This is an optimization exercise on Yosys and OpenROAD, whose aim is small area, not a production implementation. Only simulation tests tie the RTL to the original design; equivalence was not proved. No activity file was given, so power comes from the tool's default toggle rates. No driver is modelled on the clock port, so clocking that relies on it looks cheaper here than on a real chip.

Setup of wip/juniper:
==> flow/design.v <==
package fc_output_collector_pkg;
    localparam int N_HIDDEN   = 128;
    localparam int DATA_W_DEF = 16;
    localparam int CNT_W_DEF  = 8;
endpackage
module fc_output_collector_act_buffer #(
    parameter int DEPTH  = 128,
    parameter int DATA_W = 15
) (
    input  logic              clk,
    input  logic              load,
    input  logic              shift,
    input  logic              shift_n,
    input  logic              par,
    input  logic [DATA_W-1:0] din,
    output logic [DATA_W-1:0] dout
);
    logic [DATA_W-1:0] in_r;
    logic [DATA_W-1:0] sr_r [1:DEPTH-1];
    always_ff @(posedge clk) begin
        if (load) begin
            in_r <= din;
        end
    end
    always_ff @(posedge clk) begin
        sr_r[1] <= ~((({DATA_W{par}} ^ in_r) | {DATA_W{shift_n}}) & (sr_r[1] | {DATA_W{shift}}));
    end
    for (genvar i = 2; i < DEPTH; i++) begin : g_stage
        always_ff @(posedge clk) begin
            sr_r[i] <= ~((sr_r[i-1] | {DATA_W{shift_n}}) & (sr_r[i] | {DATA_W{shift}}));
        end
    end
    assign dout = sr_r[DEPTH-1] ^ {DATA_W{par}};
endmodule
module fc_output_collector #(
    parameter int N_NEURONS = fc_output_collector_pkg::N_HIDDEN,
    parameter int DATA_W    = fc_output_collector_pkg::DATA_W_DEF,
    parameter bit RELU_EN   = 1'b1,
    parameter int CNT_W     = fc_output_collector_pkg::CNT_W_DEF
) (
    input  logic                  clk,
    input  logic                  reset,
    input  logic [DATA_W-1:0]     s_data,
    input  logic                  s_valid,
    input  logic                  s_done,
    output logic                  m_start,
    output logic [DATA_W-1:0]     m_data,
    output logic                  m_valid,
    output logic                  frame_done,
    output logic                  busy,
    output logic                  err_short,
    output logic                  err_drop
);
    localparam int IDX_W = (N_NEURONS > 1) ? $clog2(N_NEURONS) : 1;
    localparam int MEM_W = RELU_EN ? DATA_W - 1 : DATA_W;
    logic [IDX_W-1:0]  idx_r;
    logic              last_s;
    logic              we_s;
    logic              complete_s;
    logic              abort_s;
    logic              next_valid_s;
    logic [MEM_W-1:0]  wdata_s;
    logic [MEM_W-1:0]  rdata_s;
    logic              shift_r;
    logic              shift_n_r;
    logic              par_r;
    logic              m_start_r;
    logic [MEM_W-1:0]  m_data_r;
    logic              m_valid_r;
    logic              frame_done_r;
    logic              busy_r;
    logic              err_short_r;
    logic              err_drop_r;
    assign last_s       = (idx_r == IDX_W'(N_NEURONS - 1));
    assign we_s         = !busy_r && s_valid;
    assign complete_s   = we_s && last_s;
    assign abort_s      = !busy_r && s_done && !complete_s && (idx_r != '0);
    assign next_valid_s = m_start_r || (m_valid_r && !last_s);
    if (RELU_EN) begin : g_relu
        assign wdata_s = s_data[DATA_W-1] ? '0 : s_data[MEM_W-1:0];
    end else begin : g_norelu
        assign wdata_s = s_data;
    end
    fc_output_collector_act_buffer #(
        .DEPTH  (N_NEURONS),
        .DATA_W (MEM_W)
    ) u_act_buffer (
        .clk     (clk),
        .load    (s_valid),
        .shift   (shift_r),
        .shift_n (shift_n_r),
        .par     (par_r),
        .din     (wdata_s),
        .dout    (rdata_s)
    );
    always_ff @(posedge clk or negedge reset) begin
        if (!reset) begin
            shift_r   <= 1'b0;
            shift_n_r <= 1'b1;
            par_r     <= 1'b0;
        end else begin
            shift_r   <= s_valid || busy_r;
            shift_n_r <= !(s_valid || busy_r);
            par_r     <= !par_r;
        end
    end
    always_ff @(posedge clk or negedge reset) begin
        if (!reset) begin
            idx_r        <= '0;
            m_start_r    <= 1'b0;
            m_data_r     <= '0;
            m_valid_r    <= 1'b0;
            frame_done_r <= 1'b0;
            busy_r       <= 1'b0;
            err_short_r  <= 1'b0;
            err_drop_r   <= 1'b0;
        end else begin
            if (abort_s) begin
                idx_r <= '0;
            end else if (we_s || m_valid_r) begin
                idx_r <= idx_r + 1'b1;
            end
            m_start_r    <= complete_s;
            m_valid_r    <= next_valid_s;
            m_data_r     <= next_valid_s ? rdata_s : '0;
            frame_done_r <= m_valid_r && last_s;
            busy_r       <= complete_s || (busy_r && !frame_done_r);
            err_short_r  <= err_short_r || abort_s;
            err_drop_r   <= err_drop_r || (busy_r && s_valid);
        end
    end
    assign m_start    = m_start_r;
    assign m_data     = {{(DATA_W-MEM_W){1'b0}}, m_data_r};
    assign m_valid    = m_valid_r;
    assign frame_done = frame_done_r;
    assign busy       = busy_r;
    assign err_short  = err_short_r;
    assign err_drop   = err_drop_r;
endmodule
clock: 4.0 ns
lec_check: 0
cap_margin: 20
core_margin: 2
core_utilization: 65
cts_buf_list: sky130_fd_sc_hd__clkbuf_8
cts_cluster_diameter: 50
cts_cluster_size: 22
slew_margin: 20
run.sh (not shown) runs the stock make flow with config.mk's settings and CLKGATE_MAP_FILE= SYNTH_SCRIPT=/design/flow/synth_recipe.tcl, a recipe that flattens the netlist after the stock synthesis.
### wip/juniper -> wip/ember
Settings: a change of CORE_UTILIZATION from 65 to 40; a deleted CTS_CLUSTER_SIZE that had been 22; a deleted CTS_CLUSTER_DIAMETER that had been 50; a deleted CTS_BUF_LIST that had been sky130_fd_sc_hd__clkbuf_8.
### Flow results
- wip/ember and wip/juniper ended up with nearly the same power dissipated in combinational cells.
- wip/ember vs wip/juniper — total power consumption of the routed design climbed by more than 10%
- In wip/ember, part of the total power dissipated in combinational logic is lower than in wip/juniper.
- Max routed via count divided by cell count across wip/ember and wip/juniper: wip/juniper
- Taking wip/juniper as the reference point, the largest incremental delay on the critical path of wip/ember rises by 130 ps.
- wip/ember vs. wip/juniper: final net count went up by about 1%.
#### Input delta (wip/quartz over wip/ember)
Settings: putting CTS_CLUSTER_DIAMETER at 60 where nothing was set; putting CTS_BUF_LIST at sky130_fd_sc_hd__clkbuf_16 where nothing was set; putting CTS_CLUSTER_SIZE at 36 where nothing was set.
--- outcome ---
- wip/quartz ran to completion and came out clean on the timing, DRC and antenna checks.
- Compared with wip/ember, wip/quartz improves first-pass GRT wire length.
- met1 track demand over resource in wip/quartz is 0.27 points below wip/ember.
- wip/quartz vs wip/ember on worst setup slack: wip/quartz is the lower one.
- Compared to wip/ember, wip/quartz has H-tree depth reported by CTS 1 lower.
- Looking at wire length across wip/quartz and wip/ember, the one that comes out higher is wip/ember.
--- input diff wip/quartz..wip/harbor ---
Settings: CTS_BUF_LIST now sky130_fd_sc_hd__clkbuf_4 sky130_fd_sc_hd__clkbuf_8, was sky130_fd_sc_hd__clkbuf_16; CTS_CLUSTER_DIAMETER no longer set, was 60; CTS_CLUSTER_SIZE no longer set, was 36.
[summary]
Across wip/harbor and wip/quartz, the outcome is the same: a clean finish for every run. Looking at H-tree depth, wip/harbor sits 2 higher than wip/quartz does. NOTE: TritonCTS buffer count in wip/harbor exceeds that of wip/quartz. Count of clock-net buffers in the final layout: wip/harbor and wip/quartz compared, higher one is wip/harbor. Higher clock-pin slew of the registers on the worst-case setup and hold paths among wip/harbor and wip/quartz: wip/quartz. Going from wip/quartz to wip/harbor, max-slew headroom at the worst pin shrinks by 0.16 points. Wire length of the first global-routing pass is higher on wip/harbor. wip/quartz has higher final worst slack than wip/harbor.
[inputs] wip/zinc vs wip/harbor
Settings: a change of CTS_BUF_LIST from sky130_fd_sc_hd__clkbuf_4 sky130_fd_sc_hd__clkbuf_8 to sky130_fd_sc_hd__clkbuf_16; a change of SLEW_MARGIN from 20 to 0; an added CTS_CLUSTER_DIAMETER of 80; a change of CAP_MARGIN from 20 to 0; an added CTS_CLUSTER_SIZE of 30.
[summary]
Any difference in area after synthesis between wip/zinc and wip/harbor is small enough to ignore.
The lower global-route usage came out of wip/zinc.
Worst slack on hold paths improves in wip/zinc relative to wip/harbor.
Status: reported sequential group power parity (wip/zinc, wip/harbor)
Multi-input gate share of total cell area, wip/zinc and wip/harbor, higher one = wip/zinc.
The power of wip/zinc is lower than that of wip/harbor.

========
Another version of the RTL of fc_output_collector (not shown whole).
Size in the first run: about 4,400 cells after synthesis, ~54,000 sq um of cells after synthesis.
clock: 4.0 ns
lec_check: 0
cap_margin: 20
core_margin: 2
core_utilization: 70
slew_margin: 20
standard.sh (not shown) runs the stock make flow with config.mk's settings and CLKGATE_MAP_FILE= SYNTH_SCRIPT=/design/flow/synth_recipe.tcl, a recipe that flattens the netlist after the stock synthesis.
==> flow/flow/run.sh <==
#!/bin/bash
# Layout flow: the standard ORFS flow (standard.sh) with these changes:
# - port buffers use the smallest buffer cell;
# - after global placement, flow/fanout_tree.tcl rebuilds the buffer trees of
#   the two shift-register control nets as one level of clustered buf_4s;
# - clock tree synthesis uses larger sink clusters of clkbuf_16 and inserts
#   no dummy loads.
# make's output goes to orfs_make.log; each ORFS step logs under orfs/logs.
set -euo pipefail
HERE=$(pwd)
CTS="-sink_clustering_enable -repair_clock_nets -sink_clustering_size 22 -sink_clustering_max_diameter 90 -buf_list sky130_fd_sc_hd__clkbuf_8 -dont_use_dummy_load"
bash standard.sh \
  "BUFFER_PORTS_ARGS=-buffer_cell sky130_fd_sc_hd__buf_1" \
  "POST_GLOBAL_PLACE_TCL=$HERE/flow/fanout_tree.tcl" \
  "CTS_ARGS=$CTS" \
  finish > orfs_make.log 2>&1
Other scripts of this flow, unchanged in this note and not shown: flow/flow/fanout_tree.tcl
The starting point finished with timing, DRC and antenna clean.
Edit:
--- a/flow/flow/run.sh
+++ b/flow/flow/run.sh
@@ -9,5 +9,5 @@
 set -euo pipefail
 HERE=$(pwd)
-CTS="-sink_clustering_enable -repair_clock_nets -sink_clustering_size 22 -sink_clustering_max_diameter 90 -buf_list sky130_fd_sc_hd__clkbuf_8 -dont_use_dummy_load"
+CTS="-sink_clustering_enable -repair_clock_nets -sink_clustering_size 34 -sink_clustering_max_diameter 90 -buf_list sky130_fd_sc_hd__clkbuf_16 -dont_use_dummy_load"
 bash standard.sh \
   "BUFFER_PORTS_ARGS=-buffer_cell sky130_fd_sc_hd__buf_1" \
CORE_UTILIZATION = 60   (was 70)
The changed run completed without violations; die area rose by 16%; routed wire length fell by 3.7%; area after synthesis does not change; non-clock buffer count fell by 1.
Edit:
--- a/flow/flow/run.sh
+++ b/flow/flow/run.sh
@@ -9,5 +9,5 @@
 set -euo pipefail
 HERE=$(pwd)
-CTS="-sink_clustering_enable -repair_clock_nets -sink_clustering_size 34 -sink_clustering_max_diameter 90 -buf_list sky130_fd_sc_hd__clkbuf_16 -dont_use_dummy_load"
+CTS="-sink_clustering_enable -repair_clock_nets -sink_clustering_size 36 -sink_clustering_max_diameter 80 -buf_list sky130_fd_sc_hd__clkbuf_16 -dont_use_dummy_load"
 bash standard.sh \
   "BUFFER_PORTS_ARGS=-buffer_cell sky130_fd_sc_hd__buf_1" \
The changed run passed the timing, DRC and antenna checks; wire length goes down by 0.40%; cell count stays flat; sequential share of layout area is higher by 0.19 points; die area does not change; register-to-register slack loses 30 ps; sequential cell count is unchanged; setup slack degrades by 39 ps; area after synthesis does not change; fmax shrinks by 1.8%; design area hardly moves; worst hold slack got worse by 71 ps.
Edit:
--- a/flow/flow/run.sh
+++ b/flow/flow/run.sh
@@ -9,5 +9,5 @@
 set -euo pipefail
 HERE=$(pwd)
-CTS="-sink_clustering_enable -repair_clock_nets -sink_clustering_size 36 -sink_clustering_max_diameter 80 -buf_list sky130_fd_sc_hd__clkbuf_16 -dont_use_dummy_load"
+CTS="-sink_clustering_enable -repair_clock_nets -sink_clustering_size 20 -sink_clustering_max_diameter 80 -buf_list sky130_fd_sc_hd__clkbuf_8 -dont_use_dummy_load"
 bash standard.sh \
   "BUFFER_PORTS_ARGS=-buffer_cell sky130_fd_sc_hd__buf_1" \
CORE_UTILIZATION = 70   (was 60)
Global-route usage came out higher by 3.9 points; power falls by 0.57%; worst setup slack gets worse by 49 ps; clock skew went down by 16 ps; via count grows by 3.1%; final area falls by 0.39%; clock power went down by 4.2%.
Edit:
--- a/flow/flow/run.sh
+++ b/flow/flow/run.sh
@@ -9,5 +9,5 @@
 set -euo pipefail
 HERE=$(pwd)
-CTS="-sink_clustering_enable -repair_clock_nets -sink_clustering_size 20 -sink_clustering_max_diameter 80 -buf_list sky130_fd_sc_hd__clkbuf_8 -dont_use_dummy_load"
+CTS="-sink_clustering_enable -repair_clock_nets -sink_clustering_size 35 -sink_clustering_max_diameter 80 -buf_list sky130_fd_sc_hd__clkbuf_16 -dont_use_dummy_load"
 bash standard.sh \
   "BUFFER_PORTS_ARGS=-buffer_cell sky130_fd_sc_hd__buf_1" \
CORE_UTILIZATION = 60   (was 70)
Fmax grows by 4.6%.
Final cell count grows by 1.8%.
Via count shrinks by 3.2%.
Total power grows by 1.4%.
Critical path depth grows by 2.
Combinational power shrinks by about 2%.
Worst hold slack gains 68 ps.
Global-route usage shrinks by 3.8 points.

what the ideal ports hide:
How much do the figures lean on ideal ports? The routed layouts below were timed once more, with nothing changed but the port constraints.
Step 1, drivers: a clkbuf_16 drives clk and a buf_2 each remaining input, both assumed.
Step 2, shift: input delay + t, output delay - t, t = (earliest + latest rising clock arrival at the registers) / 2. This alone moves slack from input paths to output paths.
Three values: no drivers, after step 1, after step 2; two values: the first two.
| run | t (ns) | setup slack, ns | slew at the worst register clock pin (ns) |
|---|---|---|---|
| wip/juniper | 0.849 | 1.291 / 1.231 / 1.402 | 0.12 / 0.12 |
| wip/ember | 0.835 | 1.173 / 1.098 / 1.478 | 0.07 / 0.07 |
| wip/quartz | 0.791 | 1.159 / 1.084 / 1.461 | 0.11 / 0.11 |
| wip/harbor | 0.984 | 1.019 / 0.945 / 1.464 | 0.07 / 0.07 |
| wip/zinc | 0.763 | 1.190 / 1.112 / 1.478 | 0.12 / 0.12 |
| the first run of note 2 | 0.785 | 1.783 / 1.720 / 1.904 | 0.12 / 0.12 |
| the second run of note 2 | 0.693 | 1.845 / 1.824 / 1.845 | 0.12 / 0.12 |
| the third run of note 2 | 0.742 | 1.806 / 1.742 / 1.821 | 0.13 / 0.13 |
| the fourth run of note 2 | 0.792 | 1.758 / 1.693 / 1.890 | 0.12 / 0.12 |
| the fifth run of note 2 | 0.696 | 1.855 / 1.812 / 1.855 | 0.12 / 0.12 |
After both steps setup and hold are still met in every run listed.
